Background: an optimization exercise with open tools, aiming at small area. Do not read the settings as production practice.
Only simulation tests tie the RTL to the original design; equivalence was not proved.
No activity file was given, so power comes from the tool's default toggle rates.

## lane 1
==> flow/design.v <==
package wb_stage_regfile_pkg;
  localparam int DATA_W = 32;
  localparam int RIDX_W = 5;
  typedef enum logic [1:0] {
    SZ_WORD = 2'b00,
    SZ_HALF = 2'b01,
    SZ_BYTE = 2'b10,
    SZ_RSVD = 2'b11
  } size_e;
  localparam logic [RIDX_W-1:0] REG_ZERO = 5'd0;
  localparam logic [RIDX_W-1:0] REG_RA   = 5'd31;
  function automatic logic [DATA_W-1:0] extend_sub(input logic [DATA_W-1:0] v,
                                                   input logic             is_half,
                                                   input logic             sgn);
    if (is_half) extend_sub = {{16{sgn & v[15]}}, v[15:0]};
    else         extend_sub = {{24{sgn & v[7]}}, v[7:0]};
  endfunction
endpackage
module wb_load_align
(
  input  logic [wb_stage_regfile_pkg::DATA_W-1:0] lwans,
  input  logic [1:0]        size,
  input  logic              lwsig,
  input  logic [1:0]        addrlo,
  output logic [wb_stage_regfile_pkg::DATA_W-1:0] value
);
  logic [7:0]  byte_lane;
  logic [15:0] half_lane;
  always_comb begin
    byte_lane = 8'h00;
    case (addrlo)
      2'd0:    byte_lane = lwans[7:0];
      2'd1:    byte_lane = lwans[15:8];
      2'd2:    byte_lane = lwans[23:16];
      default: byte_lane = lwans[31:24];
    endcase
  end
  assign half_lane = addrlo[1] ? lwans[31:16] : lwans[15:0];
  always_comb begin
    value = lwans;
    case (size)
      wb_stage_regfile_pkg::SZ_HALF: value = wb_stage_regfile_pkg::extend_sub({16'h0000, half_lane}, 1'b1, lwsig);
      wb_stage_regfile_pkg::SZ_BYTE: value = wb_stage_regfile_pkg::extend_sub({24'h000000, byte_lane}, 1'b0, lwsig);
      default: value = lwans;
    endcase
  end
endmodule
module wb_stage_regfile
#(
  parameter int LINK_OFFSET = 8,
  parameter int NREG        = 32,
  parameter int CNT_W       = 16
) (
  input  logic              CLOCK,
  input  logic              RESET,
  input  logic              WB_MEMTOREG,
  input  logic              WB_REGWRITE,
  input  logic [1:0]        WB_SIZE,
  input  logic              WB_LWSIG,
  input  logic [1:0]        WB_ADDRLO,
  input  logic [wb_stage_regfile_pkg::DATA_W-1:0] WB_lwans,
  input  logic [wb_stage_regfile_pkg::DATA_W-1:0] WB_PC,
  input  logic [wb_stage_regfile_pkg::DATA_W-1:0] WB_Rform,
  input  logic              WB_linksig,
  input  logic [wb_stage_regfile_pkg::RIDX_W-1:0] WB_wherereg,
  input  logic [wb_stage_regfile_pkg::RIDX_W-1:0] RD_ADDR1,
  input  logic [wb_stage_regfile_pkg::RIDX_W-1:0] RD_ADDR2,
  output logic [wb_stage_regfile_pkg::DATA_W-1:0] RD_DATA1,
  output logic [wb_stage_regfile_pkg::DATA_W-1:0] RD_DATA2,
  output logic [wb_stage_regfile_pkg::DATA_W-1:0] WB_DATA,
  output logic              WB_WEN,
  output logic [CNT_W-1:0]  RETIRE_CNT
);
  localparam int DW = wb_stage_regfile_pkg::DATA_W;
  logic [DW-1:0]   regs [1:NREG-1];
  logic [NREG-1:1] valid;
  logic [NREG-1:1] wsel;
  logic [NREG-1:1] rsel1, rsel2;
  logic [DW-1:0]   load_val;
  logic [DW-1:0]   link_addr;
  logic [CNT_W-1:0] retire_cnt;
  wb_load_align u_load_align (
    .lwans  (WB_lwans),
    .size   (WB_SIZE),
    .lwsig  (WB_LWSIG),
    .addrlo (WB_ADDRLO),
    .value  (load_val)
  );
  assign link_addr = WB_PC + DW'(LINK_OFFSET);
  always_comb begin
    WB_DATA = WB_Rform;
    if (WB_linksig)       WB_DATA = link_addr;
    else if (WB_MEMTOREG) WB_DATA = load_val;
  end
  assign WB_WEN = WB_REGWRITE && (WB_wherereg != wb_stage_regfile_pkg::REG_ZERO);
  always_comb begin
    for (int i = 1; i < NREG; i++) begin
      wsel[i]  = WB_REGWRITE && (WB_wherereg == i[4:0]);
      rsel1[i] = valid[i] && (RD_ADDR1 == i[4:0]);
      rsel2[i] = valid[i] && (RD_ADDR2 == i[4:0]);
    end
  end
  always_ff @(posedge CLOCK or negedge RESET) begin
    if (!RESET) begin
      valid      <= '0;
      retire_cnt <= '0;
    end else begin
      valid <= valid | wsel;
      if (WB_WEN) retire_cnt <= retire_cnt + CNT_W'(1);
    end
  end
  logic [DW-1:0] regs_d [1:NREG-1];
  for (genvar i = 1; i < NREG; i++) begin : g_hold
    for (genvar b = 0; b < DW; b++) begin : g_bit
      wb_hold_mux u_hold (
        .we  (wsel[i]),
        .web (!wsel[i]),
        .d   (WB_DATA[b]),
        .q   (regs[i][b]),
        .nxt (regs_d[i][b])
      );
    end
  end
  always_ff @(posedge CLOCK) begin
    for (int i = 1; i < NREG; i++) regs[i] <= regs_d[i];
  end
  assign RETIRE_CNT = retire_cnt;
  for (genvar b = 0; b < DW; b++) begin : g_rd
    logic [NREG-1:1] col;
    for (genvar i = 1; i < NREG; i++) begin : g_col
      assign col[i] = regs[i][b];
    end
    wb_rd_bit #(.N(NREG-1)) u_rd1 (.sel(rsel1), .d(col), .o(RD_DATA1[b]));
    wb_rd_bit #(.N(NREG-1)) u_rd2 (.sel(rsel2), .d(col), .o(RD_DATA2[b]));
  end
endmodule
module wb_hold_mux
(
  input  logic we,
  input  logic web,
  input  logic d,
  input  logic q,
  output logic nxt
);
  assign nxt = (we & d) | (web & q);
endmodule
module wb_rd_bit
#(
  parameter int N = 31
) (
  input  logic [N-1:0] sel,
  input  logic [N-1:0] d,
  output logic         o
);
  localparam int G = N / 3;
  logic [G:0] yb;
  for (genvar g = 0; g < G; g++) begin : g_grp
    wb_aoi3 u_aoi (.s(sel[3*g +: 3]), .d(d[3*g +: 3]), .y(yb[g]));
  end
  if (N % 3 == 0) begin : g_none
    assign yb[G] = 1'b1;
  end else begin : g_rest
    assign yb[G] = !(|(sel[N-1:3*G] & d[N-1:3*G]));
  end
  assign o = !(&yb);
endmodule
module wb_aoi3
(
  input  logic [2:0] s,
  input  logic [2:0] d,
  output logic       y
);
  assign y = !(|(s & d));
endmodule
Settings: LEC_CHECK=0, CAP_MARGIN=5, CORE_MARGIN=2, CORE_UTILIZATION=40, SLEW_MARGIN=5, SYNTH_HIERARCHICAL=1; clock period 8.0 ns.
standard.sh (not shown) runs the stock make flow with config.mk's settings and CLKGATE_MAP_FILE= SYNTH_SCRIPT=/design/flow/synth_recipe.tcl, a recipe that flattens the netlist after the stock synthesis.
==> flow/flow/run.sh <==
#!/bin/bash
# Standard ORFS layout (standard.sh: standard synthesis, placement, CTS,
# routing) with these changes:
#  - ports are buffered with the smallest buffer (buf_1) instead of the
#    flow's default pick;
#  - clock tree synthesis adds no dummy loads and clusters up to 25 sinks (within 100 um) per
#    leaf buffer.
# The full output of the make run goes to standard_flow.log; ORFS writes each
# step's own log under orfs/logs/.
set -euo pipefail
export BUFFER_PORTS_ARGS="-buffer_cell sky130_fd_sc_hd__buf_1"
export CTS_ARGS="-sink_clustering_enable -repair_clock_nets -dont_use_dummy_load -sink_clustering_size 25 -sink_clustering_max_diameter 100"
bash standard.sh > standard_flow.log 2>&1
Lane 1 ended with every stage complete and zero timing, DRC or antenna violations.
For lane 2, these inputs were changed with respect to lane 1:
# lane 1
export LEC_CHECK = 0
export CAP_MARGIN = 5
export CORE_MARGIN = 2
export CORE_UTILIZATION = 40
export SLEW_MARGIN = 5
export SYNTH_HIERARCHICAL = 1
create_clock -name core_clock -period 8.0 [get_ports {CLOCK}]
# lane 2
export LEC_CHECK = 0
export CAP_MARGIN = 5
export CORE_MARGIN = 2
export CORE_UTILIZATION = 50
export PLACE_DENSITY = 0.72
export SLEW_MARGIN = 5
export SYNTH_HIERARCHICAL = 1
create_clock -name core_clock -period 8.0 [get_ports {CLOCK}]
## What came out
- Lane 2 finished end to end and its layout was clean on timing, DRC and antenna.
- Lane 2 -> lane 1: power density over cell area flat
- Across both runs, worst hold slack across all endpoints was lower for lane 2 than for lane 1.
- Lane 1 -> lane 2: number of max-slew violations in the final report flat
- Re setup slack: lane 1 and lane 2 aren't equal, and the higher value belongs to lane 2.

========
// wb_stage_regfile: RTL as listed in full above, without the edits since
Settings: LEC_CHECK=0, CAP_MARGIN=5, CORE_MARGIN=2, CORE_UTILIZATION=50, SLEW_MARGIN=5, SYNTH_HIERARCHICAL=1; clock period 8.0 ns.
==> flow/flow/run.sh <==
#!/bin/bash
# Standard ORFS layout (standard.sh: standard synthesis, placement, CTS,
# routing) with these changes:
#  - ports are buffered with the smallest buffer (buf_1) instead of the
#    flow's default pick;
#  - clock tree synthesis adds no dummy loads and clusters up to 28 sinks (within 120 um) per
#    leaf buffer.
# The full output of the make run goes to standard_flow.log; ORFS writes each
# step's own log under orfs/logs/.
set -euo pipefail
export BUFFER_PORTS_ARGS="-buffer_cell sky130_fd_sc_hd__buf_1"
export CTS_ARGS="-sink_clustering_enable -repair_clock_nets -dont_use_dummy_load -sink_clustering_size 28 -sink_clustering_max_diameter 120"
bash standard.sh > standard_flow.log 2>&1
The first run finished clean.
Edit:
==> flow/flow/run.sh (replaced) <==
#!/bin/bash
# Standard ORFS layout (standard.sh: standard synthesis, placement, CTS,
# routing) with these changes:
#  - ports are buffered with the smallest buffer (buf_1) instead of the
#    flow's default pick;
#  - clock tree synthesis adds no dummy loads and clusters up to 25 sinks (within 100 um) per
#    leaf buffer.
# The full output of the make run goes to standard_flow.log; ORFS writes each
# step's own log under orfs/logs/.
set -euo pipefail
export BUFFER_PORTS_ARGS="-buffer_cell sky130_fd_sc_hd__buf_1"
export CTS_ARGS="-sink_clustering_enable -repair_clock_nets -dont_use_dummy_load -sink_clustering_size 25 -sink_clustering_max_diameter 100"
bash standard.sh > standard_flow.log 2>&1
Effect: The changed run passed the timing, design-rule and antenna checks. Register-to-register slack is about the same. Wire length stays flat. Cell count does not change. Die area is unchanged. Sequential share of layout area hardly moves. Critical path depth stays the same. Non-clock buffer count stays the same.

========
Another version of the RTL of wb_stage_regfile (not shown whole).
For scale: ~3700 cells after synthesis, ~1000 flip-flops, about 230 I/O pins, ~43000 sq um of cells after synthesis.
## wb_stage_regfile
module wb_stage_regfile
#(
  parameter int LINK_OFFSET = 8,
  parameter int NREG        = 32,
  parameter int CNT_W       = 16
) (
  input  logic              CLOCK,
  input  logic              RESET,
  input  logic              WB_MEMTOREG,
  input  logic              WB_REGWRITE,
  input  logic [1:0]        WB_SIZE,
  input  logic              WB_LWSIG,
  input  logic [1:0]        WB_ADDRLO,
  input  logic [wb_stage_regfile_pkg::DATA_W-1:0] WB_lwans,
  input  logic [wb_stage_regfile_pkg::DATA_W-1:0] WB_PC,
  input  logic [wb_stage_regfile_pkg::DATA_W-1:0] WB_Rform,
  input  logic              WB_linksig,
  input  logic [wb_stage_regfile_pkg::RIDX_W-1:0] WB_wherereg,
  input  logic [wb_stage_regfile_pkg::RIDX_W-1:0] RD_ADDR1,
  input  logic [wb_stage_regfile_pkg::RIDX_W-1:0] RD_ADDR2,
  output logic [wb_stage_regfile_pkg::DATA_W-1:0] RD_DATA1,
  output logic [wb_stage_regfile_pkg::DATA_W-1:0] RD_DATA2,
  output logic [wb_stage_regfile_pkg::DATA_W-1:0] WB_DATA,
  output logic              WB_WEN,
  output logic [CNT_W-1:0]  RETIRE_CNT
);
clock: 8.0 ns
lec_check: 0
cap_margin: 20
core_margin: 2
core_utilization: 55
slew_margin: 20
synth_hierarchical: 1
run.sh (not shown) runs the stock make flow with config.mk's settings and CLKGATE_MAP_FILE= SYNTH_SCRIPT=/design/flow/synth_recipe.tcl, a recipe that flattens the netlist after the stock synthesis.
Stock flow here: none of the scripts above is used.
The first run went through all stages and came out clean.
Then changed:
==> flow/flow/run.sh (new file) <==
#!/bin/bash
# Standard ORFS layout with two changes: ports are buffered with the smallest
# buffer (buf_1) instead of the flow's default pick, and clock tree synthesis
# does not add dummy loads.  Synthesis and everything else is standard.sh.
set -euo pipefail
export BUFFER_PORTS_ARGS="-buffer_cell sky130_fd_sc_hd__buf_1"
export CTS_ARGS="-sink_clustering_enable -repair_clock_nets -dont_use_dummy_load"
bash standard.sh > standard_flow.log 2>&1
==> flow/standard.sh (new file) <==
#!/bin/bash
# synth_recipe.tcl (not shown) runs the flow's synth.tcl, then flattens the netlist and writes it again
# the make line also repeats each setting of config.mk as NAME=value (left out here)
make -C /OpenROAD-flow-scripts/flow DESIGN_CONFIG=/design/flow/config.mk WORK_HOME=/design/flow/orfs CLKGATE_MAP_FILE= SYNTH_SCRIPT=/design/flow/synth_recipe.tcl "${@:-finish}"
- CORE_UTILIZATION: 55 -> 45
removed: flow/run.sh
Worst setup slack improved by 1000 ps.
First-iteration DRC count went down by 10%.
Clock-buffer cell count went down by 48.
Global-route usage went down by 9.8 points.
Worst hold slack got worse by 18 ps.

-- port drivers added, routing unchanged --
How much do the figures lean on ideal ports? The routed layouts below were timed once more, with nothing changed but the port constraints.
Step 1 sets driving cells, clkbuf_16 on the clock port and buf_2 on the other inputs (assumed; they add their load-dependent delay and slew).
Step 2 times the ports against the registers' clock, not the clock port: input delays grow and output delays shrink by t, the midpoint of the rising clock arrivals with the driver on.
Three values: ideal ports, drivers, drivers and shift; two values: the first two.
| run | t (ns) | slack for setup (ns) | pins driven straight from the clock port |
|---|---|---|---|
| lane 1 | 0.699 | 0.885 / 0.842 / 0.842 | 1 |
| lane 2 | 0.689 | 1.235 / 1.118 / 1.118 | 1 |
| the first run of note 2 | 0.704 | 1.567 / 1.543 / 1.543 | 1 |
| the second run of note 2 | 0.713 | 1.609 / 1.578 / 1.578 | 1 |
| the first run of note 3 | 0.763 | 0.427 / 0.396 / 0.396 | 1 |
| the second run of note 3 | 0.756 | 1.471 / 1.313 / 1.313 | 1 |
After both steps every run listed still meets setup and hold. The setup slack of the second run of note 3, which loses most, moves by -0.158 ns with the drivers and by -0.158 ns with both steps.
